This design comes from an exercise in tuning for small area and a short achievable clock period on the open sky130 flow, not from production work.
The RTL was checked by simulation tests, not by an equivalence proof against the original design.
Power figures rest on the tool's default switching activity, not on a simulated workload.

==> flow/design.v <==
`timescale 1ns/1ps
`default_nettype none
package capture_pkg;
	typedef struct packed {
		logic [12-1:0] a0;  
		logic [12-1:0] a1;  
		logic [12-1:0] b0;  
		logic [12-1:0] b1;  
	} adc_frame_t;
	typedef struct packed {
		logic [3:0] tag;  
		logic [12-1:0] value;
	} sample_word_t;
	typedef enum logic [1:0] {
		SLOT_A0,  
		SLOT_A1,
		SLOT_B0,
		SLOT_B1
	} slot_t;
endpackage
`default_nettype wire
`timescale 1ns/1ps
`default_nettype none
package psram_pkg;
	typedef logic [25-1:0] addr_t;  
	typedef struct packed {
		logic valid;  
		addr_t addr;  
	} write_req_t;
	typedef enum logic {
		CAPTURING,  
		HALTED  
	} writer_state_t;
endpackage
`default_nettype wire
`timescale 1ns/1ps
`default_nettype none
module sample_packer (
	input  logic clk,
	input  logic reset,
	input  logic ad_strobe,  
	input  logic psram_ready,  
	input  capture_pkg::adc_frame_t ad_frame,
	input  logic [12-1:0] iest,  
	input  logic pwm,
	output capture_pkg::sample_word_t word,
	output logic we
);
	capture_pkg::slot_t slot;  
	capture_pkg::adc_frame_t frame_q;  
	logic [7:0] iest_q;  
	logic pwm_q;  
	logic take;  
	assign take = ad_strobe & psram_ready;
	always_ff @(posedge clk) begin
		if (take) begin
			frame_q <= ad_frame;
			iest_q <= iest[7:0];
			pwm_q <= pwm;
		end
	end
	always_ff @(posedge clk) begin
		if (reset) begin
			slot <= capture_pkg::SLOT_A0;
		end else begin
			case (slot)
				capture_pkg::SLOT_A0: slot <= take ? capture_pkg::SLOT_A1 : capture_pkg::SLOT_A0;
				capture_pkg::SLOT_A1: slot <= capture_pkg::SLOT_B0;
				capture_pkg::SLOT_B0: slot <= capture_pkg::SLOT_B1;
				default: slot <= capture_pkg::SLOT_A0;  
			endcase
		end
	end
	always_comb begin
		case (slot)
			capture_pkg::SLOT_A0: begin
				word.tag = iest[11:8];  
				word.value = ad_frame.a0;
			end
			capture_pkg::SLOT_A1: begin
				word.tag = iest_q[7:4];
				word.value = frame_q.a1;
			end
			capture_pkg::SLOT_B0: begin
				word.tag = iest_q[3:0];
				word.value = frame_q.b0;
			end
			default: begin
				word.tag = {3'b000, pwm_q};  
				word.value = frame_q.b1;
			end
		endcase
	end
	assign we = take | (slot != capture_pkg::SLOT_A0);  
endmodule
`default_nettype wire
`timescale 1ns/1ps
`default_nettype none
module sample_fifo (
	input  logic clk,
	input  logic reset,
	input  logic we,  
	input  capture_pkg::sample_word_t word,
	input  logic re,  
	output logic [16-1:0] q,  
	output logic empty,
	output logic almost_empty,  
	output logic overflow  
);
	logic [16-1:0] mem [512];
	logic [9:0] wr_ptr;  
	logic [9:0] rd_ptr;
	logic [9:0] level;  
	logic full;
	logic push;
	logic pop;
	assign full = level == 512;
	assign push = we & ~full;  
	assign pop = re & ~empty;
	assign empty = wr_ptr == rd_ptr;  
	assign almost_empty = level < 8;
	assign q = mem[rd_ptr[9-1:0]];
	always_ff @(posedge clk) begin
		if (push) begin
			mem[wr_ptr[9-1:0]] <= word;
		end
	end
	always_ff @(posedge clk) begin
		if (reset) begin
			wr_ptr <= '0;
			rd_ptr <= '0;
			level <= '0;
			overflow <= 1'b0;
		end else begin
			if (push) begin
				wr_ptr <= wr_ptr + 1'b1;
			end
			if (pop) begin
				rd_ptr <= rd_ptr + 1'b1;
			end
			case ({push, pop})
				2'b10: level <= level + 1'b1;
				2'b01: level <= level - 1'b1;
				default: level <= level;  
			endcase
			if (we && full) begin
				overflow <= 1'b1;  
			end
		end
	end
endmodule
`default_nettype wire
`timescale 1ns/1ps
`default_nettype none
module burst_writer (
	input  logic clk,
	input  logic reset,
	input  logic almost_empty,  
	input  logic awready,  
	input  logic pwm,
	input  logic halt,  
	output psram_pkg::write_req_t awreq,
	output psram_pkg::addr_t base_addr
);
	psram_pkg::writer_state_t state;
	psram_pkg::writer_state_t state_next;
	psram_pkg::addr_t addr;  
	logic valid;
	logic pwm_d;
	logic pwm_rise;
	logic wrap_hit;  
	assign pwm_rise = pwm & ~pwm_d;
	assign wrap_hit = halt && (addr == base_addr);
	assign state_next = wrap_hit ? psram_pkg::HALTED : state;  
	assign awreq.valid = valid;
	assign awreq.addr = addr;
	always_ff @(posedge clk) begin
		if (reset) begin
			state <= psram_pkg::CAPTURING;
			valid <= 1'b0;
			addr <= '0;
			base_addr <= '0;
			pwm_d <= 1'b0;
		end else begin
			state <= state_next;
			valid <= (state_next == psram_pkg::CAPTURING) && !almost_empty;
			if (valid && awready) begin
				addr <= addr + psram_pkg::addr_t'(16);  
			end
			if (pwm_rise && !halt) begin
				base_addr <= addr - psram_pkg::addr_t'(1024);
			end
			pwm_d <= pwm;
		end
	end
endmodule
`default_nettype wire
`timescale 1ns/1ps
`default_nettype none
module adc_capture_top (
	input  logic clk,
	input  logic reset,
	input  logic ad_strobe,
	input  logic psram_ready,
	input  logic [4*12-1:0] ad_frame,  
	input  logic [12-1:0] iest,
	input  logic pwm,
	input  logic halt,
	input  logic wready,  
	output logic [16-1:0] wdata,
	input  logic awready,
	output logic [25:0] awreq,  
	output logic [25-1:0] base_addr,
	output logic overflow
);
	capture_pkg::sample_word_t word;  
	logic we;
	logic almost_empty;  
	sample_packer sample_packer_i (
		.clk(clk),
		.reset(reset),
		.ad_strobe(ad_strobe),
		.psram_ready(psram_ready),
		.ad_frame(ad_frame),
		.iest(iest),
		.pwm(pwm),
		.word(word),
		.we(we)
	);
	sample_fifo sample_fifo_i (
		.clk(clk),
		.reset(reset),
		.we(we),
		.word(word),
		.re(wready),
		.q(wdata),
		.empty(),  
		.almost_empty(almost_empty),
		.overflow(overflow)
	);
	burst_writer burst_writer_i (
		.clk(clk),
		.reset(reset),
		.almost_empty(almost_empty),
		.awready(awready),
		.pwm(pwm),
		.halt(halt),
		.awreq(awreq),
		.base_addr(base_addr)
	);
endmodule
`default_nettype wire
==> flow/run.sh <==
#!/bin/bash
# synth_recipe.tcl (not shown) runs the flow's synth.tcl, then flattens the netlist and writes it again
# the make line also repeats each setting of config.mk as NAME=value (left out here)
make -C /OpenROAD-flow-scripts/flow DESIGN_CONFIG=/design/flow/config.mk WORK_HOME=/design/flow/orfs CLKGATE_MAP_FILE= SYNTH_SCRIPT=/design/flow/synth_recipe.tcl finish
==> flow/config.mk <==
export PLATFORM = sky130hd
export DESIGN_NAME = adc_capture_top
export DESIGN_NICKNAME = adc_capture_top
export VERILOG_FILES = /design/flow/design.v
export SDC_FILE = /design/flow/constraint.sdc
export NUM_CORES = 4
export LEC_CHECK = 0
export CAP_MARGIN = 20
export CORE_MARGIN = 2
export CORE_UTILIZATION = 50
export PLACE_DENSITY = 0.6
export SLEW_MARGIN = 20
export SYNTH_MEMORY_MAX_BITS = 16384
==> flow/constraint.sdc <==
create_clock -name core_clock -period 14.0 [get_ports {clk}]
set_input_delay 2.8000 -clock core_clock [delete_from_list [all_inputs] [get_ports {clk}]]
set_output_delay 2.8000 -clock core_clock [all_outputs]
set_load 0.01 [all_outputs]
==> flow_summary.json, run 1 <==
{
  "status": "timing/DRC/antenna clean",
  "clockRootBuffer": "clkbuf_16",
  "fin_area_um2": 362300,
  "ys_warn_count": 3,
  "p_switching_mw": 16.20,
  "synth_adder_area_share": 0.0006238,
  "antenna_found_initial": 90,
  "finClkSkew_ns": 0.08277,
  "synth_cell_type_count": 80,
  "worstMarginPinSlew_ns": 1.408,
  "final-setup-viol-count": 0,
  "syn2layout_area_growth_pct": 12.87,
  "groute.usage.overall": 0.2837,
  "place_area_um2": 336200,
  "hold_buffers": 0,
  "p_leak_nw": 110.6,
  "fp.coreArea_um2": 640400,
  "yosys.area_share.simple": 0.01895,
  "p_sw_frac": 0.2625,
  "fin_nets": 15420,
  "antenna_left": 0,
  "gp_congestion": 0.8498,
  "pin_count": 136,
  "postCtsSetupBuffers": 0,
  "post-route-drc-count": 0,
  "numPortBuffers": 127,
  "synth-edff-count": 8237,
  "cts-resized-gates": 0,
  "finalCriticalPeriod_ns": 10.89,
  "dr.pass1.iters": 7,
  "grt_max_degree": 200,
  "row_count": 294,
  "die_h_um": 805.2,
  "hold_viol_final": 0,
  "route.detailed.vias_per_inst": 6.537,
  "ir_drop_v": 0.0001550,
  "crit_type": "reg -> out",
  "grt_pass1_vias": 158900,
  "clock_latency_ns": 1.20,
  "ys_seq_area_frac": 0.7761,
  "synth_compound_area_frac": 0.02040,
  "worstPathArrival_ns": 8.09,
  "syn_inst": 14390,
  "grt_pass1_wl_mm": 1283,
  "postSynthAreaPerCell_um2": 22.30,
  "dpl.hpwl_mm": 546.9,
  "cts_tree": "built",
  "clkTransAtPathRegs_ns": 0.06,
  "clock_sinks": 8324,
  "clkPwrFrac": 0.346,
  "crit_required_ns": 11.20,
  "worstPathMaxFanout": 64,
  "startpoint_type": "flop",
  "rsz0062_at_grt": "no",
  "maxCapViolCount": 0,
  "start_util": 0.5011,
  "seq_power_share": 0.470,
  "netlist_area_um2": 320900,
  "clockBufferDepth": 4,
  "synthArstFlopShare": 0,
  "yosys.area_share.xor_xnor": 0.002238,
  "combPwrFrac": 0.185,
  "synth_ff_type": "edfxtp_1",
  "wl_mm": 932.0,
  "synth_top_family_by_area": "multiplexers",
  "fp.dieArea_um2": 648300,
  "die_w_um": 805.2,
  "cts_buffers": 824,
  "slew_headroom": 0.06140,
  "internal-power_mw": 45.50,
  "ctsHtreeMaxLevel": 6,
  "setup_tns_ns": 0,
  "vias": 161100,
  "end_kind": "output pin",
  "grt.overflow.total": 0,
  "power.density_nw_per_um2": 170.3,
  "drive_gt1_frac": 0.2766,
  "wl_per_cell_um": 37.82,
  "timing.final.crit_share": 0.7780,
  "synth_mux_area_frac": 0.1656,
  "hp-class": "reg -> reg",
  "maxSlewViolCount": 0,
  "max_freq_mhz": 91.81,
  "ys_seq_elements": 8324,
  "initialDrtViolationCount": 25200
}
[cells by family after synthesis]
| group | Yosys count |
|---|---|
| mux | 2652 |
| xor+xnor | 82 |
| compound gates | 972 |
| other cells | 1 |
| simple gates | 1445 |
| flops | 8324 |
| fa+ha+maj | 16 |
| buf+inv | 901 |
[final timing paths]
path                               start                      to  cells past startpoint  slack, ns
setup / recovery                    flop                wdata[3]                     10       3.11
hold / removal      burst_writer_i.state    burst_writer_i.state                      2       0.47
setup reg to reg  sample_fifo_i.level[5]  sample_fifo_i.level[6]                     15       8.53
hold reg to reg     burst_writer_i.state    burst_writer_i.state                      2       0.47
[power by group through the flow]
stage | registers [mW] | clock network [mW] | logic, mW
2_1_floorplan | 30.7 | 0 | 7.98
3_3_place_gp | 29.5 | 0 | 11.2
3_5_place_dp | 29.5 | 0 | 11.5
4_1_cts | 29.0 | 21.6 | 11.5
5_1_grt | 29.0 | 22.5 | 12.0
6_report | 29.0 | 21.3 | 11.4
[metrics by stage]
stage	util	power, mW	std cells	setup slack, ns	hold slack [ns]
2_1_floorplan	-	38.64	14400	-5.592	0.4234
3_3_place_gp	0.5246	40.73	23080	4.349	0.4626
3_5_place_dp	0.5249	40.98	23080	4.299	0.4686
4_1_cts	0.5651	62.05	24590	2.990	0.4824
5_1_grt	0.5655	63.51	24610	2.903	0.5118
6_report	0.5656	61.70	24640	3.108	0.4706
[per-layer routing]
metal  vias to the layer above  wire length, um  share of wire  global-route usage
met5                         -              172        0.00018                   0
met4                        26            39820          0.043              0.1061
met3                      1548            96080           0.10             0.05246
met2                      9852           439600           0.47              0.4433
met1                     86900           356300           0.38              0.4049
li1                      62740                -              -                   -
[synth_stat cells (all sizes together) (7+ instances only)]
library cell	instances	area, um^2
nor2	755	2834
mux2i	423	4234
inv	27	101.3
a21oi	181	905.9
a221oi	64	566.8
nand2	403	1513
o2111ai	14	122.6
nor3b	7	52.55
xor2	34	297.8
a222oi	16	160.2
a31oi	46	287.8
o21ai	166	830.8
a2111oi	11	96.34
buf	528	3767
o211ai	42	315.3
nor3	33	165.2
a22o	19	166.4
mux2	115	1295
nand3	66	330.3
a22oi	53	397.9
and2	12	75.07
a211oi	41	307.8
mux4	2114	47610
o41ai	10	87.58
and3	14	87.58
nand4	30	187.7
nor2b	25	156.4
ha	16	200.2
o22ai	165	1032
nand2b	16	100.1
o22a	7	61.31
xnor2	48	420.4
edfxtp	8237	247300
or3	19	118.9
nor4	37	231.5
o221ai	67	586.8
dfxtp	87	1742
clkbuf	344	1291
a32oi	13	113.9
[sequential cells by signal, summed over array words and instances (netlist names), 2 cells and up, named ones only]
name                      cells
sample_packer_i.frame_q      36
sample_fifo_i.mem          8192
burst_writer_i.addr          21
sample_packer_i.iest_q        8
burst_writer_i.base_addr     21
sample_fifo_i.rd_ptr         10
sample_fifo_i.wr_ptr         10
sample_fifo_i.level          10
sample_packer_i.slot          2
[cell usage in the layout (no fill, tap or decap), types with 179 or more instances in the layout]
cell type  synthesis  final
edfxtp_1        8237   8237
mux4_2          2114   2114
clkbuf_16          0    834
buf_4            178    775
nor2_1           755    615
mux2i_1          423    410
nand2_1          403    380
clkinv_1           2    211
clkbuf_1         344    199
a21oi_1          181    179
[final cells by class]
type | instances | area, um^2
fillers | 46460 | 278200
flip-flops and latches | 8324 | 249100
multi-input cells | 5175 | 67870
clock buffers | 1033 | 21620
well taps | 8584 | 10740
repair buffers | 980 | 8584
clock inverters | 476 | 4110
inverters | 29 | 121.4
diodes | 38 | 95.09
[worst max-delay path, cell delays in order, from the launching register on]
cell and delay (ns):
dfxtp_4 1.15, buf_12 0.49, buf_4 0.67, buf_4 0.59, mux4_2 0.58, mux2_2 0.31
o22ai_1 0.15, a221oi_1 0.27, o31ai_1 1.09, nand4_1 0.74, clkdlybuf4s50_1 0.71
==> inputs of run 2 (changes only) <==
--- a/flow/design.v
+++ b/flow/design.v
@@ -107,36 +107,54 @@
 	output logic almost_empty,  
 	output logic overflow  
 );
-	logic [16-1:0] mem [512];
-	logic [9:0] wr_ptr;  
-	logic [9:0] rd_ptr;
+	logic [9-1:0] wr_ptr;  
+	logic [9-1:0] rn_ptr;  
 	logic [9:0] level;  
+	logic phase;  
+	logic [16-1:0] head;
 	logic full;
 	logic push;
 	logic pop;
-	assign full = level == 512;
+	logic lvl_ge2;
+	logic [512-1:0] ws;  
+	logic [512-1:0] wt;  
+	logic [512-1:0] rsn;  
+	logic [16-1:0] wx;  
+	logic [512-1:0][16-1:0] mq;
+	logic [16-1:0] rd_n;  
+	logic [16-1:0] rd_word;  
+	assign full = level[9];
+	assign empty = level == '0;
+	assign lvl_ge2 = |level[9:1];
 	assign push = we & ~full;  
 	assign pop = re & ~empty;
-	assign empty = wr_ptr == rd_ptr;  
 	assign almost_empty = level < 8;
-	assign q = mem[rd_ptr[9-1:0]];
-	always_ff @(posedge clk) begin
-		if (push) begin
-			mem[wr_ptr[9-1:0]] <= word;
+	assign q = head;
+	assign wx = word ^ {16{phase}};
+	fifo_wdec wdec_i (.ptr(wr_ptr), .en(push), .s(ws), .t(wt));
+	genvar r;
+	generate
+		for (r = 0; r < 512; r++) begin : row
+			fifo_word word_i (.clk(clk), .s(ws[r]), .t(wt[r]), .x(wx), .q(mq[r]));
 		end
-	end
+	endgenerate
+	fifo_rdec rdec_i (.ptr(rn_ptr), .sn(rsn));
+	fifo_rtree rtree_i (.d(mq), .sn(rsn), .y(rd_n));
+	assign rd_word = rd_n ^ {16{~phase}};
 	always_ff @(posedge clk) begin
 		if (reset) begin
 			wr_ptr <= '0;
-			rd_ptr <= '0;
+			rn_ptr <= 9'(1);
 			level <= '0;
 			overflow <= 1'b0;
+			phase <= 1'b0;
 		end else begin
+			phase <= ~phase;
 			if (push) begin
 				wr_ptr <= wr_ptr + 1'b1;
 			end
 			if (pop) begin
-				rd_ptr <= rd_ptr + 1'b1;
+				rn_ptr <= rn_ptr + 1'b1;
 			end
 			case ({push, pop})
 				2'b10: level <= level + 1'b1;
@@ -148,6 +166,171 @@
 			end
 		end
 	end
+	always_ff @(posedge clk) begin
+		if (pop && lvl_ge2) begin
+			head <= rd_word;
+		end else if (empty || pop) begin
+			head <= word;  
+		end
+	end
+endmodule
+module fifo_word (
+	input  logic clk,
+	input  logic s,  
+	input  logic t,
+	input  logic [16-1:0] x,
+	output logic [16-1:0] q
+);
+	genvar b;
+	generate
+		for (b = 0; b < 16; b++) begin : bit_
+			fifo_bit bit_i (.clk(clk), .s(s), .t(t), .x(x[b]), .q(q[b]));
+		end
+	endgenerate
+endmodule
+module fifo_bit (
+	input  logic clk,
+	input  logic s,
+	input  logic t,
+	input  logic x,
+	output logic q
+);
+	always_ff @(posedge clk) begin
+		q <= ~((q | s) & (x | t));
+	end
+endmodule
+module fifo_wdec (
+	input  logic [9-1:0] ptr,
+	input  logic en,
+	output logic [512-1:0] s,
+	output logic [512-1:0] t
+);
+	logic [7:0] pa;
+	logic [7:0] pb;
+	logic [7:0] pc;
+	assign pa = {8{en}} & (8'd1 << ptr[2:0]);
+	assign pb = 8'd1 << ptr[5:3];
+	assign pc = 8'd1 << ptr[8:6];
+	genvar i;
+	generate
+		for (i = 0; i < 512; i++) begin : r
+			dec_st st_i (.a(pa[i % 8]), .b(pb[(i / 8) % 8]), .c(pc[i / 64]), .s(s[i]), .t(t[i]));
+		end
+	endgenerate
+endmodule
+module dec_st (
+	input  logic a,
+	input  logic b,
+	input  logic c,
+	output logic s,
+	output logic t
+);
+	rt_nand3 t_i (.a(a), .b(b), .c(c), .y(t));
+	rt_inv s_i (.a(t), .y(s));
+endmodule
+module fifo_rdec (
+	input  logic [9-1:0] ptr,
+	output logic [512-1:0] sn
+);
+	logic [7:0] pa;
+	logic [7:0] pb;
+	logic [7:0] pc;
+	assign pa = 8'd1 << ptr[2:0];
+	assign pb = 8'd1 << ptr[5:3];
+	assign pc = 8'd1 << ptr[8:6];
+	genvar i;
+	generate
+		for (i = 0; i < 512; i++) begin : r
+			rt_nand3 sn_i (.a(pa[i % 8]), .b(pb[(i / 8) % 8]), .c(pc[i / 64]), .y(sn[i]));
+		end
+	endgenerate
+endmodule
+module fifo_rtree (
+	input  logic [512-1:0][16-1:0] d,
+	input  logic [512-1:0] sn,
+	output logic [16-1:0] y
+);
+	genvar b;
+	generate
+		for (b = 0; b < 16; b++) begin : bit_
+			logic [512-1:0] db;
+			logic [255:0] l1;  
+			logic [127:0] l2;  
+			logic [31:0] l3;  
+			logic [15:0] l4;  
+			logic [3:0] l5;  
+			logic [1:0] l6;  
+			genvar i;
+			for (i = 0; i < 512; i++) begin : col
+				assign db[i] = d[i][b];
+			end
+			for (i = 0; i < 256; i++) begin : g1
+				rt_o22ai o_i (.a(db[2*i]), .sa(sn[2*i]), .b(db[2*i+1]), .sb(sn[2*i+1]), .y(l1[i]));
+			end
+			for (i = 0; i < 128; i++) begin : g2
+				rt_nor2 n_i (.a(l1[2*i]), .b(l1[2*i+1]), .y(l2[i]));
+			end
+			for (i = 0; i < 32; i++) begin : g3
+				rt_nand4 n_i (.a(l2[4*i]), .b(l2[4*i+1]), .c(l2[4*i+2]), .d(l2[4*i+3]), .y(l3[i]));
+			end
+			for (i = 0; i < 16; i++) begin : g4
+				rt_nor2 n_i (.a(l3[2*i]), .b(l3[2*i+1]), .y(l4[i]));
+			end
+			for (i = 0; i < 4; i++) begin : g5
+				rt_nand4 n_i (.a(l4[4*i]), .b(l4[4*i+1]), .c(l4[4*i+2]), .d(l4[4*i+3]), .y(l5[i]));
+			end
+			for (i = 0; i < 2; i++) begin : g6
+				rt_nor2 n_i (.a(l5[2*i]), .b(l5[2*i+1]), .y(l6[i]));
+			end
+			rt_nand2 n7_i (.a(l6[0]), .b(l6[1]), .y(y[b]));
+		end
+	endgenerate
+endmodule
+module rt_o22ai (
+	input  logic a,
+	input  logic sa,
+	input  logic b,
+	input  logic sb,
+	output logic y
+);
+	assign y = ~((a | sa) & (b | sb));
+endmodule
+module rt_nor2 (
+	input  logic a,
+	input  logic b,
+	output logic y
+);
+	assign y = ~(a | b);
+endmodule
+module rt_nand2 (
+	input  logic a,
+	input  logic b,
+	output logic y
+);
+	assign y = ~(a & b);
+endmodule
+module rt_inv (
+	input  logic a,
+	output logic y
+);
+	assign y = ~a;
+endmodule
+module rt_nand4 (
+	input  logic a,
+	input  logic b,
+	input  logic c,
+	input  logic d,
+	output logic y
+);
+	assign y = ~(a & b & c & d);
+endmodule
+module rt_nand3 (
+	input  logic a,
+	input  logic b,
+	input  logic c,
+	output logic y
+);
+	assign y = ~(a & b & c);
 endmodule
 `default_nettype wire
 `timescale 1ns/1ps
--- a/flow/config.mk
+++ b/flow/config.mk
@@ -10,4 +10,5 @@
 export CORE_UTILIZATION = 50
 export PLACE_DENSITY = 0.6
 export SLEW_MARGIN = 20
+export SYNTH_HIERARCHICAL = 1
 export SYNTH_MEMORY_MAX_BITS = 16384
==> run 2 against run 1 <==
Sequential share of layout area shrank 14 points. Synthesized cell count grew 78%. Critical endpoint is now sample_fifo_i.row[497].word_i.bit_[10].bit_i.q. Clock skew shrank 0.025 ns. Global-route usage grew 8.6 points. Fmax grew 46%. Register-to-register slack lost 1.7 ns. Wire length grew 14%. Still clean on timing, DRC and antenna.
==> flow_summary.json, run 2 <==
{
  "setup_tns_ns": 0,
  "dr.pass1.iters": 8,
  "pin_count": 136,
  "crit_path_top_delay_cell": "buf_4",
  "clkTransAtPathRegs_ns": 0.06,
  "cts_buffers": 814,
  "ir_drop_v": 0.0001912,
  "slowest_delay_ns": 1.03,
  "largest_register_ffs": 8192,
  "gp_congestion": 0.9253,
  "max_freq_mhz": 133.9,
  "postSynthAreaPerCell_um2": 10.43,
  "row_count": 268,
  "grt_pass1_wl_mm": 1533,
  "slew_headroom": 0.1819,
  "vias": 248700,
  "post-place-cells": 33060,
  "syn2layout_area_growth_pct": 15.06,
  "pre_cts_ws_ns": 5.246,
  "cts_tree": "built",
  "postCtsSetupBuffers": 0,
  "rsz0062_at_grt": "no",
  "clock_sinks": 8330,
  "crit_path_cell_trace": "clkdlybuf4s50_1 -> and2_4 -> or2b_1 -> nor2b_1 -> buf_4 -> and4bb_4 -> buf_4 -> nand3_1 -> inv_1 -> o22ai_1",
  "worstPathMaxFanout": 46,
  "drive_gt1_frac": 0.06104,
  "initialDrtViolationCount": 32340,
  "die_h_um": 735.9,
  "antenna_left": 0,
  "clock_latency_ns": 1.17,
  "route.detailed.vias_per_inst": 7.197,
  "post-route-drc-count": 0,
  "ys_warn_count": 10,
  "ctsHtreeMaxLevel": 6,
  "clockRootBuffer": "clkbuf_16",
  "hold_buffers": 0,
  "start_util": 0.5024,
  "p_leak_nw": 121.7,
  "hold_viol_final": 0,
  "syn_inst": 25680,
  "fin_ws_ns": 6.532,
  "maxSlewViolCount": 0,
  "finalCriticalPeriod_ns": 7.468,
  "fin_nets": 26930,
  "wl_mm": 1065,
  "wl_per_cell_um": 30.81,
  "power.density_nw_per_um2": 172.2,
  "fp.dieArea_um2": 541600,
  "crit_required_ns": 15.00,
  "regArea_um2": 167400,
  "timing.final.crit_share": 0.5334,
  "grt_pass1_vias": 227900,
  "finClkSkew_ns": 0.05730,
  "worstMarginPinSlew_ns": 1.223,
  "fin_area_um2": 308200,
  "dpl.hpwl_mm": 627.1,
  "grt.overflow.total": 0,
  "end_kind": "flop",
  "fillers": 46260,
  "startpoint_type": "input port",
  "fp.coreArea_um2": 533200,
  "hp-class": "reg -> reg",
  "final_common_cell": "o22ai_1",
  "mostFrequentLayoutCells": "12290 x o22ai_1, 8268 x dfxtp_1, 2396 x nor2_1",
  "place_area_um2": 280700,
  "groute.usage.overall": 0.3693,
  "worst_path_most_repeated_cell": "buf_4",
  "cts-resized-gates": 0,
  "multi_input_area_um2": 98600,
  "status": "timing/DRC/antenna clean",
  "antenna_found_initial": 47,
  "clockBufferDepth": 4,
  "die_w_um": 735.9,
  "numPortBuffers": 127,
  "worstPathArrival_ns": 8.46,
  "netlist_area_um2": 267900,
  "fin_cells": 34560,
  "final-setup-viol-count": 0,
  "grt_max_degree": 144,
  "maxCapViolCount": 0,
  "power.total_mw": 53.08,
  "crit_type": "in -> reg"
}
-- run 2: final timing paths --
check | startpoint | to | slack [ns] | depth (start not counted)
worst min-delay path | burst_writer_i.state | burst_writer_i.valid | 0.43 | 1
worst max register to register | sample_fifo_i.rn_ptr[2] | sample_fifo_i.head[8] | 6.84 | 13
worst min register to register | burst_writer_i.state | burst_writer_i.valid | 0.43 | 1
worst max-delay path | ad_strobe | sample_fifo_i.row[497].word_i.bit_[10].bit_i.q | 6.53 | 10
-- run 2: power breakdown --
group	internal, mW	switching (mW)
combinational	1.25	5.34
sequential	23.9	0.127
clock	12.9	9.49
-- run 2: cell type report --
type	instances	share of cell area
well taps	7020	0.02850
clock buffers	1221	0.07871
flip-flops and latches	8330	0.5431
clock inverters	265	0.01043
diodes	16	0.0001299
multi-input cells	16760	0.3199
repair buffers	407	0.01269
inverters	539	0.006564
-- run 2: worst max-delay path, delay by kind of cell --
family,cells,cell delay [ns]
AO/OA/AOI/OAI,1,0.19
buffers and inverters,4,2.58
AND/OR/NAND/NOR,5,2.75
-- run 2: metrics by stage --
step                      hold slack, ns    util
after floorplan                   0.4056       -
after global placement            0.4179  0.5265
after detailed placement          0.4219  0.5265
after CTS                         0.4291  0.5780
after global routing              0.4507  0.5780
final                             0.4325  0.5781
-- run 2: per-layer routing --
| metal | wire length, um | global-route usage | up-vias |
|---|---|---|---|
| li1 | - | - | 108400 |
| met1 | 437900 | 0.5166 | 123900 |
| met2 | 454400 | 0.5401 | 13720 |
| met3 | 114300 | 0.08190 | 2632 |
| met4 | 57930 | 0.1785 | 20 |
| met5 | 135 | 0 | - |
==> inputs of run 3 (changes only) <==
--- a/flow/design.v
+++ b/flow/design.v
@@ -108,7 +108,6 @@
 	output logic overflow  
 );
 	logic [9-1:0] wr_ptr;  
-	logic [9-1:0] rn_ptr;  
 	logic [9:0] level;  
 	logic phase;  
 	logic [16-1:0] head;
@@ -116,6 +115,14 @@
 	logic push;
 	logic pop;
 	logic lvl_ge2;
+	logic push_s;
+	logic [16-1:0] word_s;
+	logic [7:0] wa;  
+	logic [7:0] wb;
+	logic [7:0] wc;
+	logic [7:0] ra;
+	logic [7:0] rb;
+	logic [7:0] rc;
 	logic [512-1:0] ws;  
 	logic [512-1:0] wt;  
 	logic [512-1:0] rsn;  
@@ -130,31 +137,47 @@
 	assign pop = re & ~empty;
 	assign almost_empty = level < 8;
 	assign q = head;
-	assign wx = word ^ {16{phase}};
-	fifo_wdec wdec_i (.ptr(wr_ptr), .en(push), .s(ws), .t(wt));
+	assign wx = word_s ^ {16{phase}};
+	fifo_wdec wdec_i (.pa(wa), .pb(wb), .pc(wc), .s(ws), .t(wt));
 	genvar r;
 	generate
 		for (r = 0; r < 512; r++) begin : row
 			fifo_word word_i (.clk(clk), .s(ws[r]), .t(wt[r]), .x(wx), .q(mq[r]));
 		end
 	endgenerate
-	fifo_rdec rdec_i (.ptr(rn_ptr), .sn(rsn));
+	fifo_rdec rdec_i (.pa(ra), .pb(rb), .pc(rc), .sn(rsn));
 	fifo_rtree rtree_i (.d(mq), .sn(rsn), .y(rd_n));
-	assign rd_word = rd_n ^ {16{~phase}};
+	assign rd_word = (push_s && level == 9'(2)) ? word_s : (rd_n ^ {16{~phase}});
 	always_ff @(posedge clk) begin
 		if (reset) begin
 			wr_ptr <= '0;
-			rn_ptr <= 9'(1);
 			level <= '0;
 			overflow <= 1'b0;
 			phase <= 1'b0;
+			push_s <= 1'b0;
+			wa <= '0;
+			wb <= 8'd1;
+			wc <= 8'd1;
+			ra <= 8'd2;
+			rb <= 8'd1;
+			rc <= 8'd1;
 		end else begin
 			phase <= ~phase;
+			push_s <= push;
+			wa <= push ? (8'd1 << wr_ptr[2:0]) : 8'd0;
+			wb <= 8'd1 << wr_ptr[5:3];
+			wc <= 8'd1 << wr_ptr[8:6];
 			if (push) begin
 				wr_ptr <= wr_ptr + 1'b1;
 			end
 			if (pop) begin
-				rn_ptr <= rn_ptr + 1'b1;
+				ra <= {ra[6:0], ra[7]};
+				if (ra[7]) begin
+					rb <= {rb[6:0], rb[7]};
+					if (rb[7]) begin
+						rc <= {rc[6:0], rc[7]};
+					end
+				end
 			end
 			case ({push, pop})
 				2'b10: level <= level + 1'b1;
@@ -167,6 +190,9 @@
 		end
 	end
 	always_ff @(posedge clk) begin
+		word_s <= word;
+	end
+	always_ff @(posedge clk) begin
 		if (pop && lvl_ge2) begin
 			head <= rd_word;
 		end else if (empty || pop) begin
@@ -200,17 +226,12 @@
 	end
 endmodule
 module fifo_wdec (
-	input  logic [9-1:0] ptr,
-	input  logic en,
+	input  logic [7:0] pa,
+	input  logic [7:0] pb,
+	input  logic [7:0] pc,
 	output logic [512-1:0] s,
 	output logic [512-1:0] t
 );
-	logic [7:0] pa;
-	logic [7:0] pb;
-	logic [7:0] pc;
-	assign pa = {8{en}} & (8'd1 << ptr[2:0]);
-	assign pb = 8'd1 << ptr[5:3];
-	assign pc = 8'd1 << ptr[8:6];
 	genvar i;
 	generate
 		for (i = 0; i < 512; i++) begin : r
@@ -229,15 +250,11 @@
 	rt_inv s_i (.a(t), .y(s));
 endmodule
 module fifo_rdec (
-	input  logic [9-1:0] ptr,
+	input  logic [7:0] pa,
+	input  logic [7:0] pb,
+	input  logic [7:0] pc,
 	output logic [512-1:0] sn
 );
-	logic [7:0] pa;
-	logic [7:0] pb;
-	logic [7:0] pc;
-	assign pa = 8'd1 << ptr[2:0];
-	assign pb = 8'd1 << ptr[5:3];
-	assign pc = 8'd1 << ptr[8:6];
 	genvar i;
 	generate
 		for (i = 0; i < 512; i++) begin : r
--- a/flow/config.mk
+++ b/flow/config.mk
@@ -7,8 +7,10 @@
 export LEC_CHECK = 0
 export CAP_MARGIN = 20
 export CORE_MARGIN = 2
-export CORE_UTILIZATION = 50
-export PLACE_DENSITY = 0.6
+export CORE_UTILIZATION = 60
+export CTS_CLUSTER_DIAMETER = 100
+export CTS_CLUSTER_SIZE = 25
+export PLACE_DENSITY = 0.7
+export SETUP_SLACK_MARGIN = 5
 export SLEW_MARGIN = 20
 export SYNTH_HIERARCHICAL = 1
-export SYNTH_MEMORY_MAX_BITS = 16384
==> run 3 against run 2 <==
Count of clock-buffer cells in the layout shrank 815. Non-clock buffer count decreased by 24. Via count decreased by 0.68%. Die area decreased by 16%. Critical endpoint is now sample_fifo_i.head[11]. Highest routed layer unchanged.
==> flow_summary.json, run 3 <==
{
  "status": "timing/DRC/antenna clean",
  "fin_area_um2": 289900,
  "dr.pass1.iters": 10,
  "ctsHtreeMaxLevel": 5,
  "synthArstFlopShare": 0,
  "numPortBuffers": 127,
  "startpoint": "sample_fifo_i.ra[0]",
  "clkTransAtPathRegs_ns": 0.10,
  "ys_seq_area_frac": 0.6263,
  "wl_per_cell_um": 30.92,
  "row_count": 245,
  "power.total_mw": 41.91,
  "startpoint_type": "flop",
  "synth-edff-count": 61,
  "worstPathMaxFanout": 23,
  "hold_depth": 1,
  "crit_required_ns": 14.79,
  "grt_pass1_wl_mm": 1457,
  "slowest_delay_ns": 0.80,
  "postSynthAreaPerCell_um2": 10.43,
  "die_h_um": 673.6,
  "setup_tns_ns": 0,
  "place_area_um2": 280100,
  "grt.overflow.total": 0,
  "syn2layout_area_growth_pct": 7.757,
  "dr_wl_met2_mm": 422.7,
  "antenna_left": 0,
  "start_util": 0.6032,
  "fin_ws_ns": 7.861,
  "initialDrtViolationCount": 36290,
  "grt_max_degree": 147,
  "syn_inst": 25790,
  "yosys.area.top_type": "dfxtp_1",
  "finalCriticalPeriod_ns": 6.139,
  "antenna_found_initial": 38,
  "timing.rr.start": "sample_fifo_i.ra[0]",
  "die_w_um": 673.6,
  "fp.dieArea_um2": 453800,
  "finClkSkew_ns": 0.05133,
  "rr_worst_depth": 14,
  "slew_headroom": 0.1565,
  "synth_mux_area_frac": 0.001228,
  "fin_nets": 26570,
  "netlist_area_um2": 269000,
  "power.density_nw_per_um2": 144.6,
  "clock_sinks": 8386,
  "dpl.hpwl_mm": 607.2,
  "yosys.area_share.xor_xnor": 0.002930,
  "max_freq_mhz": 162.9,
  "synth_top_area_share": 0.6195,
  "ys_warn_count": 10,
  "synth_ff_type": "dfxtp_1",
  "drive_gt1_frac": 0.02816,
  "yosys.area_share.simple": 0.07045,
  "vias": 247000,
  "groute.usage.overall": 0.4161,
  "mostFrequentLayoutCells": "12290 x o22ai_1, 8276 x dfxtp_1, 2424 x nor2_1",
  "hp-class": "reg -> reg",
  "pre_cts_ws_ns": 6.913,
  "maxCapViolCount": 0,
  "rsz0062_at_grt": "no",
  "timing.rr.end": "sample_fifo_i.head[11]",
  "min_to": "burst_writer_i.valid",
  "yosysMostFrequentCell": "o22ai_1",
  "postCtsSetupBuffers": 0,
  "synth_compound_area_frac": 0.2894,
  "p_leak_nw": 107.1,
  "fp.coreArea_um2": 446000,
  "utilization": 0.6500,
  "wl_mm": 1004,
  "final-setup-viol-count": 0,
  "ir_drop_v": 0.0001359,
  "synth_top_family_by_area": "compound AO/OA/AOI/OAI gates",
  "synth_adder_area_share": 0.0007441,
  "cts_buffers": 373,
  "maxSlewViolCount": 0,
  "timing.final.crit_share": 0.4385,
  "clockRootBuffer": "clkbuf_16",
  "clockBufferDepth": 4,
  "worstPathArrival_ns": 6.93,
  "worst_path_most_repeated_cell": "nor2_1",
  "hold_buffers": 0,
  "fillers": 36500,
  "crit_path_top_delay_cell": "nor2_1",
  "pin_count": 136,
  "gp_congestion": 0.9482,
  "wl_met3_mm": 115.3,
  "largest_register_ffs": 8192,
  "synth_cell_type_count": 67,
  "grt_pass1_vias": 222800,
  "synthTopCellsByArea": "dfxtp_1 62%, o22ai_1 29%, nor2_1 3.4%",
  "worstMarginPinSlew_ns": 1.265,
  "final_common_cell": "o22ai_1",
  "worstHoldStart": "burst_writer_i.state",
  "crit_type": "reg -> reg",
  "top_layer": "met5",
  "rrSetupSlack_ns": 7.86,
  "synthTopCellsByCount": "12290 x o22ai_1, 8325 x dfxtp_1, 2425 x nor2_1",
  "met1_length_mm": 391.4,
  "cts_tree": "built",
  "end_kind": "flop",
  "ys_seq_elements": 8386,
  "cts-resized-gates": 0,
  "route.detailed.vias_per_inst": 7.608,
  "hold_viol_final": 0,
  "clock_latency_ns": 1.06,
  "post-route-drc-count": 0,
  "crit_path_cell_trace": "buf_4 -> buf_4 -> nand3_1 -> o22ai_1 -> nor2_1 -> nand4_1 -> nor2_1 -> nand4_1 -> nor2_1 -> nand2_1 -> xor2_1 -> nor2_1 -> a21oi_1 -> o21ai_1"
}
[run 3: power breakdown]
| group | switching (mW) | internal, mW | total, mW |
|---|---|---|---|
| Clock | 7.41 | 4.95 | 12.4 |
| Sequential | 0.195 | 24.1 | 24.2 |
| Combinational | 4.21 | 1.10 | 5.31 |
| Total | 11.8 | 30.1 | 41.9 |
[run 3: routing by layer]
metal,vias to the layer above,track usage
met5,-,0
met4,30,0.2561
met3,3057,0.08727
met2,15380,0.6007
met1,121500,0.5722
li1,107100,-
[run 3: kinds of logic (layout without fill, tap and decap cells)]
| kind of cell | after synthesis | after routing |
|---|---|---|
| xor+xnor | 90 | 90 |
| buf+inv | 609 | 1336 |
| flops | 8386 | 8386 |
| other cells | 1 | 28 |
| mux | 33 | 33 |
| simple gates | 4219 | 4219 |
| compound gates | 12440 | 12440 |
| fa+ha+maj | 16 | 16 |
[run 3: critical path, delay by kind of cell, from the launching register on]
family / cells / cell delay [ns]
DFF: 1 / 0.60
AOI/OAI and AO/OA: 3 / 0.41
xor gates and xnor gates: 1 / 0.21
and+or+nand+nor: 8 / 3.65
buffers and inverters: 2 / 0.92
[run 3: layout make-up]
type / instances / area, um^2 / share of cell area
flip-flops and latches: 8386 / 168700 / 0.5818
well taps: 5928 / 7417 / 0.02559
repair buffers: 383 / 3476 / 0.01199
clock inverters: 9 / 71.32 / 0.0002460
multi-input cells: 16800 / 98480 / 0.3397
inverters: 538 / 2019 / 0.006966
diodes: 20 / 50.05 / 0.0001726
clock buffers: 406 / 9713 / 0.03351
[run 3: worst max-delay path by stage]
stage                     cells after the start                                      endpoint  slack (ns)
after floorplan                               5  sample_fifo_i.row[0].word_i.bit_[10].bit_i.q        1.54
after global placement                       16                        sample_fifo_i.level[4]        6.78
after detailed placement                     16                        sample_fifo_i.level[8]        6.91
after CTS                                    16                        sample_fifo_i.level[8]        8.00
after global routing                         16                        sample_fifo_i.level[8]        7.59
final                                        14                        sample_fifo_i.head[11]        7.86
[run 3: stage by stage]
step | hold WS, ns | instances
2_1_floorplan | 0.4042 | 25800
3_3_place_gp | 0.4249 | 32030
3_5_place_dp | 0.4262 | 32040
4_1_cts | 0.4472 | 32450
5_1_grt | 0.4571 | 32450
6_report | 0.4447 | 32470
[run 3: per-module statistics from Yosys (local to each module, per instance), excerpt]
module	flops+latches	times used	cells	cell area, um^2
fifo_bit	1	8192	2	26.28
rt_inv	0	512	1	3.754
rt_nor2	0	2336	1	3.754
rt_o22ai	0	4096	1	6.256
sample_fifo	102	1	462	4370
sample_packer	47	1	110	1891
==> inputs of run 4 (changes only) <==
--- a/flow/design.v
+++ b/flow/design.v
@@ -108,21 +108,27 @@
 	output logic overflow  
 );
 	logic [9-1:0] wr_ptr;  
+	logic [9-1:0] wr_ptr_p1;
 	logic [9:0] level;  
+	logic [9:0] level_p1;
+	logic [9:0] level_m1;
+	logic lvl0;  
+	logic lvl1;  
+	logic lvl2;  
+	logic lvl3;
 	logic phase;  
 	logic [16-1:0] head;
 	logic full;
 	logic push;
 	logic pop;
-	logic lvl_ge2;
+	logic inc;
+	logic dec;
 	logic push_s;
 	logic [16-1:0] word_s;
-	logic [7:0] wa;  
-	logic [7:0] wb;
-	logic [7:0] wc;
-	logic [7:0] ra;
-	logic [7:0] rb;
-	logic [7:0] rc;
+	logic [15:0] wa;  
+	logic [31:0] wb;
+	logic [15:0] ra;
+	logic [31:0] rb;
 	logic [512-1:0] ws;  
 	logic [512-1:0] wt;  
 	logic [512-1:0] rsn;  
@@ -131,59 +137,67 @@
 	logic [16-1:0] rd_n;  
 	logic [16-1:0] rd_word;  
 	assign full = level[9];
-	assign empty = level == '0;
-	assign lvl_ge2 = |level[9:1];
+	assign empty = lvl0;
 	assign push = we & ~full;  
-	assign pop = re & ~empty;
+	assign pop = re & ~lvl0;
+	assign inc = push & ~pop;
+	assign dec = pop & ~push;
 	assign almost_empty = level < 8;
+	assign lvl3 = level == (9+1)'(3);
 	assign q = head;
+	fifo_inc #(.W(9)) wr_inc_i (.a(wr_ptr), .y(wr_ptr_p1));
+	fifo_inc #(.W(9+1)) lvl_inc_i (.a(level), .y(level_p1));
+	fifo_dec #(.W(9+1)) lvl_dec_i (.a(level), .y(level_m1));
 	assign wx = word_s ^ {16{phase}};
-	fifo_wdec wdec_i (.pa(wa), .pb(wb), .pc(wc), .s(ws), .t(wt));
+	fifo_wdec wdec_i (.pa(wa), .pb(wb), .s(ws), .t(wt));
 	genvar r;
 	generate
 		for (r = 0; r < 512; r++) begin : row
 			fifo_word word_i (.clk(clk), .s(ws[r]), .t(wt[r]), .x(wx), .q(mq[r]));
 		end
 	endgenerate
-	fifo_rdec rdec_i (.pa(ra), .pb(rb), .pc(rc), .sn(rsn));
+	fifo_rdec rdec_i (.pa(ra), .pb(rb), .sn(rsn));
 	fifo_rtree rtree_i (.d(mq), .sn(rsn), .y(rd_n));
-	assign rd_word = (push_s && level == 9'(2)) ? word_s : (rd_n ^ {16{~phase}});
+	assign rd_word = (push_s && lvl2) ? word_s : (rd_n ^ {16{~phase}});
 	always_ff @(posedge clk) begin
 		if (reset) begin
 			wr_ptr <= '0;
 			level <= '0;
+			lvl0 <= 1'b1;
+			lvl1 <= 1'b0;
+			lvl2 <= 1'b0;
 			overflow <= 1'b0;
 			phase <= 1'b0;
 			push_s <= 1'b0;
 			wa <= '0;
-			wb <= 8'd1;
-			wc <= 8'd1;
-			ra <= 8'd2;
-			rb <= 8'd1;
-			rc <= 8'd1;
+			wb <= 32'd1;
+			ra <= 16'd2;
+			rb <= 32'd1;
 		end else begin
 			phase <= ~phase;
 			push_s <= push;
-			wa <= push ? (8'd1 << wr_ptr[2:0]) : 8'd0;
-			wb <= 8'd1 << wr_ptr[5:3];
-			wc <= 8'd1 << wr_ptr[8:6];
+			wa <= push ? (16'd1 << wr_ptr[3:0]) : 16'd0;
+			wb <= 32'd1 << wr_ptr[8:4];
 			if (push) begin
-				wr_ptr <= wr_ptr + 1'b1;
+				wr_ptr <= wr_ptr_p1;
 			end
 			if (pop) begin
-				ra <= {ra[6:0], ra[7]};
-				if (ra[7]) begin
-					rb <= {rb[6:0], rb[7]};
-					if (rb[7]) begin
-						rc <= {rc[6:0], rc[7]};
-					end
+				ra <= {ra[14:0], ra[15]};
+				if (ra[15]) begin
+					rb <= {rb[30:0], rb[31]};
 				end
 			end
-			case ({push, pop})
-				2'b10: level <= level + 1'b1;
-				2'b01: level <= level - 1'b1;
-				default: level <= level;  
-			endcase
+			if (inc) begin
+				level <= level_p1;
+				lvl0 <= 1'b0;
+				lvl1 <= lvl0;
+				lvl2 <= lvl1;
+			end else if (dec) begin
+				level <= level_m1;
+				lvl0 <= lvl1;
+				lvl1 <= lvl2;
+				lvl2 <= lvl3;
+			end
 			if (we && full) begin
 				overflow <= 1'b1;  
 			end
@@ -193,13 +207,29 @@
 		word_s <= word;
 	end
 	always_ff @(posedge clk) begin
-		if (pop && lvl_ge2) begin
+		if (pop && !lvl1) begin
 			head <= rd_word;
-		end else if (empty || pop) begin
+		end else if (lvl0 || pop) begin
 			head <= word;  
 		end
 	end
 endmodule
+module fifo_inc #(
+	parameter int W = 1
+) (
+	input  logic [W-1:0] a,
+	output logic [W-1:0] y
+);
+	assign y = a + 1'b1;
+endmodule
+module fifo_dec #(
+	parameter int W = 1
+) (
+	input  logic [W-1:0] a,
+	output logic [W-1:0] y
+);
+	assign y = a - 1'b1;
+endmodule
 module fifo_word (
 	input  logic clk,
 	input  logic s,  
@@ -226,39 +256,36 @@
 	end
 endmodule
 module fifo_wdec (
-	input  logic [7:0] pa,
-	input  logic [7:0] pb,
-	input  logic [7:0] pc,
+	input  logic [15:0] pa,
+	input  logic [31:0] pb,
 	output logic [512-1:0] s,
 	output logic [512-1:0] t
 );
 	genvar i;
 	generate
 		for (i = 0; i < 512; i++) begin : r
-			dec_st st_i (.a(pa[i % 8]), .b(pb[(i / 8) % 8]), .c(pc[i / 64]), .s(s[i]), .t(t[i]));
+			dec_st st_i (.a(pa[i % 16]), .b(pb[i / 16]), .s(s[i]), .t(t[i]));
 		end
 	endgenerate
 endmodule
 module dec_st (
 	input  logic a,
 	input  logic b,
-	input  logic c,
 	output logic s,
 	output logic t
 );
-	rt_nand3 t_i (.a(a), .b(b), .c(c), .y(t));
+	rt_nand2 t_i (.a(a), .b(b), .y(t));
 	rt_inv s_i (.a(t), .y(s));
 endmodule
 module fifo_rdec (
-	input  logic [7:0] pa,
-	input  logic [7:0] pb,
-	input  logic [7:0] pc,
+	input  logic [15:0] pa,
+	input  logic [31:0] pb,
 	output logic [512-1:0] sn
 );
 	genvar i;
 	generate
 		for (i = 0; i < 512; i++) begin : r
-			rt_nand3 sn_i (.a(pa[i % 8]), .b(pb[(i / 8) % 8]), .c(pc[i / 64]), .y(sn[i]));
+			rt_nand2 sn_i (.a(pa[i % 16]), .b(pb[i / 16]), .y(sn[i]));
 		end
 	endgenerate
 endmodule
@@ -341,14 +368,6 @@
 );
 	assign y = ~(a & b & c & d);
 endmodule
-module rt_nand3 (
-	input  logic a,
-	input  logic b,
-	input  logic c,
-	output logic y
-);
-	assign y = ~(a & b & c);
-endmodule
 `default_nettype wire
 `timescale 1ns/1ps
 `default_nettype none
@@ -369,9 +388,11 @@
 	logic pwm_d;
 	logic pwm_rise;
 	logic wrap_hit;  
+	psram_pkg::addr_t addr_next_burst;
 	assign pwm_rise = pwm & ~pwm_d;
 	assign wrap_hit = halt && (addr == base_addr);
 	assign state_next = wrap_hit ? psram_pkg::HALTED : state;  
+	burst_addr_inc addr_inc_i (.a(addr), .y(addr_next_burst));
 	assign awreq.valid = valid;
 	assign awreq.addr = addr;
 	always_ff @(posedge clk) begin
@@ -385,7 +406,7 @@
 			state <= state_next;
 			valid <= (state_next == psram_pkg::CAPTURING) && !almost_empty;
 			if (valid && awready) begin
-				addr <= addr + psram_pkg::addr_t'(16);  
+				addr <= addr_next_burst;  
 			end
 			if (pwm_rise && !halt) begin
 				base_addr <= addr - psram_pkg::addr_t'(1024);
@@ -394,6 +415,12 @@
 		end
 	end
 endmodule
+module burst_addr_inc (
+	input  psram_pkg::addr_t a,
+	output psram_pkg::addr_t y
+);
+	assign y = a + psram_pkg::addr_t'(16);
+endmodule
 `default_nettype wire
 `timescale 1ns/1ps
 `default_nettype none
==> flow/flow/run.sh (new file) <==
#!/bin/bash
# The standard layout, with two changes to how it is made:
#  - port buffers are buf_4 cells instead of the delay buffer the default picks
#  - timing repair aims for more setup slack than the period needs, so the
#    paths get sized for a shorter period than the one the design is built at
set -euo pipefail
bash standard.sh \
	"SETUP_SLACK_MARGIN=9.4" \
	"BUFFER_PORTS_ARGS=-buffer_cell sky130_fd_sc_hd__buf_4" \
	finish > standard.log 2>&1
==> flow/standard.sh (new file) <==
#!/bin/bash
# synth_recipe.tcl (not shown) runs the flow's synth.tcl, then flattens the netlist and writes it again
# the make line also repeats each setting of config.mk as NAME=value (left out here)
make -C /OpenROAD-flow-scripts/flow DESIGN_CONFIG=/design/flow/config.mk WORK_HOME=/design/flow/orfs CLKGATE_MAP_FILE= SYNTH_SCRIPT=/design/flow/synth_recipe.tcl "${@:-finish}"
--- a/flow/config.mk
+++ b/flow/config.mk
@@ -11,6 +11,5 @@
 export CTS_CLUSTER_DIAMETER = 100
 export CTS_CLUSTER_SIZE = 25
 export PLACE_DENSITY = 0.7
-export SETUP_SLACK_MARGIN = 5
 export SLEW_MARGIN = 20
 export SYNTH_HIERARCHICAL = 1
removed: flow/run.sh
==> run 4 against run 3 <==
Combinational power shrank 8.3%. Hold slack better by 0.0024 ns. Via count increased by 0.21%. Global-route usage grew 0.74 points. Critical path type unchanged. Highest routed layer unchanged.
==> flow_summary.json, run 4 <==
{
  "wl_mm": 1022,
  "rsz0062_at_grt": "yes",
  "groute.usage.overall": 0.4235,
  "pre_cts_ws_ns": 8.119,
  "ys_warn_count": 10,
  "min_to": "sample_fifo_i.row[486].word_i.bit_[12].bit_i.q",
  "p_switching_mw": 11.51,
  "yosysMostFrequentCell": "o22ai_1",
  "hp-class": "reg -> reg",
  "fin_ws_ns": 9.056,
  "vias": 247600,
  "ir_drop_v": 0.0001224,
  "synth-edff-count": 61,
  "worstPathArrival_ns": 5.87,
  "antenna_left": 0,
  "setup_tns_ns": 0,
  "syn_inst": 26050,
  "internal-power_mw": 30.21,
  "fp.coreArea_um2": 448200,
  "seq_power_share": 0.585,
  "initialDrtViolationCount": 36760,
  "clock_latency_ns": 1.06,
  "synth_mux_area_frac": 0.001944,
  "maxCapViolCount": 0,
  "ys_seq_elements": 8445,
  "power.density_nw_per_um2": 143.3,
  "yosys.area_share.xor_xnor": 0.003475,
  "synthTopCellsByCount": "12290 x o22ai_1, 8384 x dfxtp_1, 2439 x nor2_1",
  "synth_cell_type_count": 58,
  "synth_ff_type": "dfxtp_1",
  "p_sw_frac": 0.2759,
  "finalCriticalPeriod_ns": 4.944,
  "startpoint_type": "flop",
  "worstHoldStart": "sample_fifo_i.row[486].word_i.bit_[12].bit_i.q",
  "die_w_um": 674.5,
  "die_h_um": 674.5,
  "synthArstFlopShare": 0,
  "ctsHtreeMaxLevel": 5,
  "utilization": 0.6495,
  "timing.rr.end": "sample_fifo_i.head[4]",
  "post-route-drc-count": 0,
  "mostFrequentLayoutCells": "12290 x o22ai_1, 8326 x dfxtp_1, 2382 x nor2_1",
  "ys_seq_area_frac": 0.6291,
  "p_leak_nw": 108.6,
  "finClkSkew_ns": 0.04907,
  "grt_pass1_vias": 220000,
  "clock_sinks": 8445,
  "rr_worst_depth": 13,
  "drive_gt1_frac": 0.03840,
  "slew_headroom": 0.1182,
  "hold_depth": 1,
  "hold_buffers": 0,
  "final-setup-viol-count": 0,
  "end_kind": "flop",
  "hold_viol_final": 0,
  "gp_congestion": 0.9631,
  "dpl.hpwl_mm": 632.3,
  "fp.dieArea_um2": 454900,
  "synth_compound_area_frac": 0.2885,
  "synth_top_area_share": 0.6223,
  "rrSetupSlack_ns": 9.06,
  "crit_type": "reg -> reg",
  "netlist_area_um2": 269700,
  "wl_per_cell_um": 31.19,
  "yosys.area.top_type": "dfxtp_1",
  "clockRootBuffer": "clkbuf_16",
  "route.detailed.vias_per_inst": 7.552,
  "synth_top_family_by_area": "compound AO/OA/AOI/OAI gates",
  "combPwrFrac": 0.117,
  "fin_nets": 26810,
  "clockBufferDepth": 4,
  "row_count": 246,
  "worstMarginPinSlew_ns": 1.323,
  "worstPathMaxFanout": 16,
  "crit_required_ns": 14.92,
  "timing.final.crit_share": 0.3532,
  "clkPwrFrac": 0.299,
  "cts_buffers": 375,
  "start_util": 0.6019,
  "yosys.area_share.simple": 0.06770,
  "grt.overflow.total": 0,
  "antenna_found_initial": 72,
  "synth_adder_area_share": 0.0005103,
  "timing.rr.start": "sample_fifo_i.ra[4]",
  "largest_register_ffs": 8192,
  "status": "timing/DRC/antenna clean",
  "syn2layout_area_growth_pct": 7.915,
  "postSynthAreaPerCell_um2": 10.35,
  "grt_max_degree": 170,
  "grt_pass1_wl_mm": 1471,
  "pin_count": 136,
  "cts_tree": "built",
  "max_freq_mhz": 202.3,
  "dr.pass1.iters": 8,
  "synthTopCellsByArea": "dfxtp_1 62%, o22ai_1 29%, nor2_1 3.4%",
  "numPortBuffers": 135,
  "maxSlewViolCount": 0,
  "clkTransAtPathRegs_ns": 0.10,
  "postCtsSetupBuffers": 0,
  "final_common_cell": "o22ai_1"
}
==> run 4: cell types whose count changed in the layout (fill, tap and decap cells not counted), moves of 39 or more <==
cell and delta:
nand2_1 +1077, nand3_1 -1009, nand2_2 +86, nor2_1 -42, buf_4 +84, nor2_2 +43
dfxtp_1 +50, clkdlybuf4s50_1 -126, a21oi_1 +62, diode_2 +39
==> run 4: power groups by stage <==
stage | sequential [mW] | clock [mW] | combinational (mW)
final | 24.4 | 12.5 | 4.87
after floorplan | 24.9 | 0 | 2.60
after global routing | 24.4 | 13.2 | 4.83
after detailed placement | 24.9 | 0 | 4.63
after CTS | 24.4 | 12.4 | 4.64
after global placement | 24.9 | 0 | 4.59
==> run 4: through the flow <==
step / hold slack [ns] / cells / total power [mW] / cell area [um^2]
3_3_place_gp: 0.4294 / 32300 / 29.52 / 280200
4_1_cts: 0.4507 / 32720 / 41.46 / 290500
2_1_floorplan: 0.4063 / 26050 / 27.47 / 270100
3_5_place_dp: 0.4375 / 32300 / 29.57 / 280200
6_report: 0.4470 / 32780 / 41.72 / 291100
5_1_grt: 0.4562 / 32730 / 42.47 / 290900
==> run 4: area by class of cell <==
cell class                 instances  area [um^2]
inverter                         546         2049
sequential                      8445       169800
clock inverter                    13        132.6
tap                             5952         7447
timing repair buffer             362         3120
antenna                           59        147.6
multi-input combinational      17000        98610
clock buffer                     406         9734
fill                           36760       157100
==> run 4: cells by family after synthesis <==
kind of cell	after synthesis
fa+ha+maj	11
buf+inv	611
mux	51
xor+xnor	107
compound gates	12450
flops	8445
simple gates	4381
==> run 4: per-module statistics from Yosys, one instance, submodules excluded, excerpt <==
module / flip-flops and latches / area (um^2) / cells inside / copies in the design
sample_fifo: 153 / 5458 / 573 / 1
burst_writer: 53 / 2440 / 305 / 1
sample_packer: 47 / 1891 / 110 / 1
burst_addr_inc: 0 / 391.6 / 56 / 1
fifo_bit: 1 / 26.28 / 2 / 8192
rt_nand4: 0 / 6.256 / 1 / 576
rt_o22ai: 0 / 6.256 / 1 / 4096
rt_inv: 0 / 3.754 / 1 / 512
rt_nand2: 0 / 3.754 / 1 / 1040
rt_nor2: 0 / 3.754 / 1 / 2336
==> run 4: critical path, cell delays in order (launching register included) <==
cell	delay, ns
dfxtp_4	0.51
buf_4	0.35
buf_4	0.29
nand2_1	0.46
o22ai_1	0.18
nor2_1	0.24
nand4_1	0.31
nor2_1	0.67
nand4_1	0.73
nor2_1	0.26
nand2_1	0.11
xnor2_1	0.36
mux2i_1	0.14
a21oi_1	0.16
==> run 4: worst max-delay path by stage <==
stage	start	end	slack, ns	depth (start not counted)
floorplan	sample_fifo_i.phase	sample_fifo_i.row[0].word_i.bit_[10].bit_i.q	6.61	5
global placement	ad_strobe	sample_fifo_i.level[0]	8.14	10
detailed placement	ad_strobe	sample_fifo_i.level[0]	8.12	10
CTS	sample_fifo_i.head[0]	wdata[0]	9.07	1
global route	sample_fifo_i.head[0]	wdata[0]	9.17	1
finish	sample_fifo_i.ra[4]	sample_fifo_i.head[4]	9.06	13
==> run 4: per-layer routing <==
layer	track usage	wire length, um	share of wire	up-vias
li1	-	-	-	106900
met1	0.5738	391200	0.38	121500
met2	0.6027	428100	0.42	15980
met3	0.1038	125200	0.12	3153
met4	0.2760	77440	0.076	51
met5	0	446	0.00044	-
==> run 4: timing repair <==
action | in CTS | in global routing
setup endpoints to repair | 50 | 155
gates resized for setup | 142 | 106
gates cloned | 0 | 0
pin swaps | 22 | 30
==> inputs of run 5 (changes only) <==
--- a/flow/design.v
+++ b/flow/design.v
@@ -118,6 +118,7 @@
 	logic lvl3;
 	logic phase;  
 	logic [16-1:0] head;
+	logic [16-1:0] head_d;
 	logic full;
 	logic push;
 	logic pop;
@@ -206,11 +207,30 @@
 	always_ff @(posedge clk) begin
 		word_s <= word;
 	end
+	fifo_head_next head_next_i (
+		.pop(pop), .lvl0(lvl0), .lvl1(lvl1), .rd_word(rd_word), .word(word), .head(head),
+		.head_d(head_d)
+	);
 	always_ff @(posedge clk) begin
+		head <= head_d;
+	end
+endmodule
+module fifo_head_next (
+	input  logic pop,
+	input  logic lvl0,
+	input  logic lvl1,
+	input  logic [16-1:0] rd_word,
+	input  logic [16-1:0] word,
+	input  logic [16-1:0] head,
+	output logic [16-1:0] head_d
+);
+	always_comb begin
 		if (pop && !lvl1) begin
-			head <= rd_word;
+			head_d = rd_word;
 		end else if (lvl0 || pop) begin
-			head <= word;  
+			head_d = word;  
+		end else begin
+			head_d = head;
 		end
 	end
 endmodule
--- a/flow/config.mk
+++ b/flow/config.mk
@@ -7,9 +7,9 @@
 export LEC_CHECK = 0
 export CAP_MARGIN = 20
 export CORE_MARGIN = 2
-export CORE_UTILIZATION = 60
+export CORE_UTILIZATION = 70
 export CTS_CLUSTER_DIAMETER = 100
 export CTS_CLUSTER_SIZE = 25
-export PLACE_DENSITY = 0.7
+export PLACE_DENSITY = 0.8
 export SLEW_MARGIN = 20
 export SYNTH_HIERARCHICAL = 1
==> run 5 against run 4 <==
Still clean. Combinational power decreased by 1%. Sequential power is essentially flat. Clock power about the same. Global-route usage is 5.6 points higher. Area after synthesis about the same. Synthesized cell count is 0.14% higher. Register-to-register slack worse by 0.05 ns. Wire length is 2.7% lower. Critical path type unchanged.
==> flow_summary.json, run 5 <==
{
  "status": "timing/DRC/antenna clean",
  "wl_per_cell_um": 31.14,
  "maxSlewViolCount": 0,
  "antenna_left": 0,
  "crit_type": "reg -> reg",
  "ys_seq_elements": 8445,
  "cts_tree": "built",
  "yosys.area.top_type": "dfxtp_1",
  "worstPathMaxFanout": 18,
  "fp.dieArea_um2": 390600,
  "grt_pass1_wl_mm": 1441,
  "hp-class": "reg -> reg",
  "startpoint_type": "flop",
  "fp.coreArea_um2": 384800,
  "post-route-drc-count": 0,
  "finalCriticalPeriod_ns": 4.994,
  "syn_inst": 26090,
  "mostFrequentLayoutCells": "12290 x o22ai_1, 8329 x dfxtp_1, 2366 x nor2_1",
  "clockBufferDepth": 4,
  "synth_top_area_share": 0.6229,
  "ctsHtreeMaxLevel": 5,
  "cp-endpoint": "sample_fifo_i.head[8]",
  "maxCapViolCount": 0,
  "initialDrtViolationCount": 39610,
  "ys_warn_count": 11,
  "worstMarginPinSlew_ns": 1.363,
  "clkTransAtPathRegs_ns": 0.10,
  "start_util": 0.7015,
  "numPortBuffers": 135,
  "fin_hold_ws_ns": 0.4366,
  "finClkSkew_ns": 0.03581,
  "final_common_cell": "o22ai_1",
  "max_freq_mhz": 200.3,
  "crit_required_ns": 14.96,
  "clock_sinks": 8445,
  "postSynthAreaPerCell_um2": 10.35,
  "timing.rr.end": "sample_fifo_i.head[8]",
  "dpl.hpwl_mm": 600.6,
  "yosysMostFrequentCell": "o22ai_1",
  "hold_viol_final": 0,
  "grt_pass1_vias": 226700,
  "p_leak_nw": 108.2,
  "ir_drop_v": 0.0001935,
  "ys_seq_area_frac": 0.6280,
  "fillers": 27390,
  "hold_buffers": 0,
  "timing.rr.start": "sample_fifo_i.ra[4]",
  "die_w_um": 625.0,
  "vias": 252800,
  "synthTopCellsByCount": "12290 x o22ai_1, 8400 x dfxtp_1, 2423 x nor2_1",
  "grt.overflow.total": 0,
  "timing.final.crit_share": 0.3567,
  "worstPathArrival_ns": 5.95,
  "final-setup-viol-count": 0,
  "synth_cell_type_count": 56,
  "synth-edff-count": 45,
  "rrSetupSlack_ns": 9.01,
  "row_count": 228,
  "syn2layout_area_growth_pct": 7.375,
  "cts_buffers": 375,
  "fin_nets": 26810,
  "pin_count": 136,
  "gp_congestion": 0.9947,
  "rr_worst_depth": 13,
  "dr.pass1.iters": 9,
  "end_kind": "flop",
  "startpoint": "sample_fifo_i.ra[4]",
  "clockRootBuffer": "clkbuf_16",
  "synth_ff_type": "dfxtp_1",
  "clock_latency_ns": 1.05,
  "setup_tns_ns": 0,
  "grt_max_degree": 177,
  "wl_mm": 994.8,
  "route.detailed.vias_per_inst": 7.913,
  "netlist_area_um2": 269900,
  "largest_register_ffs": 8192,
  "slew_headroom": 0.08809,
  "die_h_um": 625.0,
  "synthTopCellsByArea": "dfxtp_1 62%, o22ai_1 28%, nor2_1 3.4%",
  "synthArstFlopShare": 0,
  "power.density_nw_per_um2": 143.6,
  "drive_gt1_frac": 0.03672,
  "antenna_found_initial": 67,
  "rsz0062_at_grt": "yes",
  "groute.usage.overall": 0.4796
}
==> run 5: per-stage QoR <==
stage	setup slack, ns	std cells	power [mW]	cell area (um^2)	util
floorplan	6.803	26090	27.52	270300	-
global placement	7.912	31410	29.40	279100	0.7252
detailed placement	7.888	31410	29.46	279100	0.7253
CTS	9.253	31830	41.16	289200	0.7514
global route	9.394	31840	42.29	289600	0.7524
finish	9.006	31950	41.63	289900	0.7532
==> run 5: metal layers <==
layer	routed length (um)	track usage	vias to the layer above
met5	533	0	-
met1	355000	0.6251	122100
li1	-	-	107000
met4	87600	0.3629	44
met2	408600	0.6646	19340
met3	143100	0.1512	4358
==> run 5: cell type report <==
cell class / instances / area, um^2 / area share
antenna: 118 / 295.3 / 0.001019
clock buffer: 405 / 9762 / 0.03368
clock inverter: 13 / 125.1 / 0.0004317
inverter: 546 / 2051 / 0.007075
multi-input combinational: 17030 / 98670 / 0.3404
sequential: 8445 / 169700 / 0.5854
tap: 5060 / 6331 / 0.02184
timing repair buffer: 335 / 2925 / 0.01009
==> run 5: Yosys stat by module, one instance, submodules excluded, excerpt <==
module / times used / cell area (um^2)
sample_fifo: 1 / 5125
burst_writer: 1 / 2440
sample_packer: 1 / 1891
fifo_head_next: 1 / 558.0
burst_addr_inc: 1 / 391.6
fifo_bit: 8192 / 26.28
rt_nand4: 576 / 6.256
rt_o22ai: 4096 / 6.256
rt_inv: 512 / 3.754
rt_nand2: 1040 / 3.754
rt_nor2: 2336 / 3.754
==> run 5: report_power, final <==
group          internal [mW]  switching (mW)  leakage, nW
Sequential              24.2           0.260         71.2
Combinational           1.07            3.74         32.1
Clock                   4.98            7.38         4.86
==> run 5: timing repair <==
| action | 4_1_cts | 5_1_grt |
|---|---|---|
| pin swaps | 4 | 21 |
| buffers inserted | 0 | 1 |
| setup endpoints to repair | 221 | 154 |
| cloned | 0 | 1 |
| resized for setup | 77 | 95 |
==> run 5: kinds of logic after synthesis <==
family | share of synthesized area
AO/OA/AOI/OAI | 0.2882
XOR/XNOR | 0.003472
adder cells (fa/ha/maj) | 0.0005098
buffers and inverters | 0.009140
flip-flops | 0.6280
multiplexers | 0.003129
AND/OR/NAND/NOR | 0.06757
==> run 5: worst min-delay path by stage <==
stage	endpoint	depth (start not counted)	from
after CTS	burst_writer_i.valid	1	burst_writer_i.state
after floorplan	burst_writer_i.valid	1	burst_writer_i.state
final	burst_writer_i.valid	1	burst_writer_i.state
after global routing	burst_writer_i.valid	1	burst_writer_i.state
after global placement	burst_writer_i.valid	1	burst_writer_i.state
after detailed placement	burst_writer_i.valid	1	burst_writer_i.state
==> run 5: worst max-delay path, cell delays in order, from the launching register on <==
cell     delay [ns]
dfxtp_4        0.60
buf_4          0.43
nand2_1        0.68
o22ai_1        0.20
nor2_1         0.26
nand4_1        0.25
nor2_1         0.71
nand4_1        0.75
nor2_1         0.29
nand2_1        0.09
xor2_1         0.15
o21ai_0        0.21
mux2i_1        0.10
mux2i_1        0.14

==> afterwards: timing with drivers on the ports <==
The results above use ideal ports. As a check the final layouts listed here were re-extracted and re-timed, cells and wires unchanged.
Step 1: set_driving_cell puts a clkbuf_16 on clk and a buf_2 on each other input, an assumption about the parent block.
Step 2 moves the port delays by t, midway between the first and last clock arrival at a register: inputs arrive t later, outputs are due t later. That takes back most of the time a late clock gives input paths.
a / b / c = no drivers / after step 1 / after step 2; a / b = the first two.
run | t, ns | slack for setup (ns) | clock arrival spread, ns
run 1 | 1.288 | 3.108 / 2.975 / 4.263 | 0.088 / 0.089
run 2 | 1.272 | 6.532 / 6.618 / 5.346 | 0.058 / 0.058
run 3 | 1.155 | 7.861 / 7.861 / 6.868 | 0.054 / 0.053
run 4 | 1.190 | 9.056 / 8.928 / 8.457 | 0.068 / 0.067
run 5 | 1.159 | 9.006 / 9.006 / 8.560 | 0.041 / 0.042
After both steps every run listed still meets setup and hold. The setup slack of run 2, which loses most, moves by +0.086 ns with the drivers and by -1.186 ns with both steps.
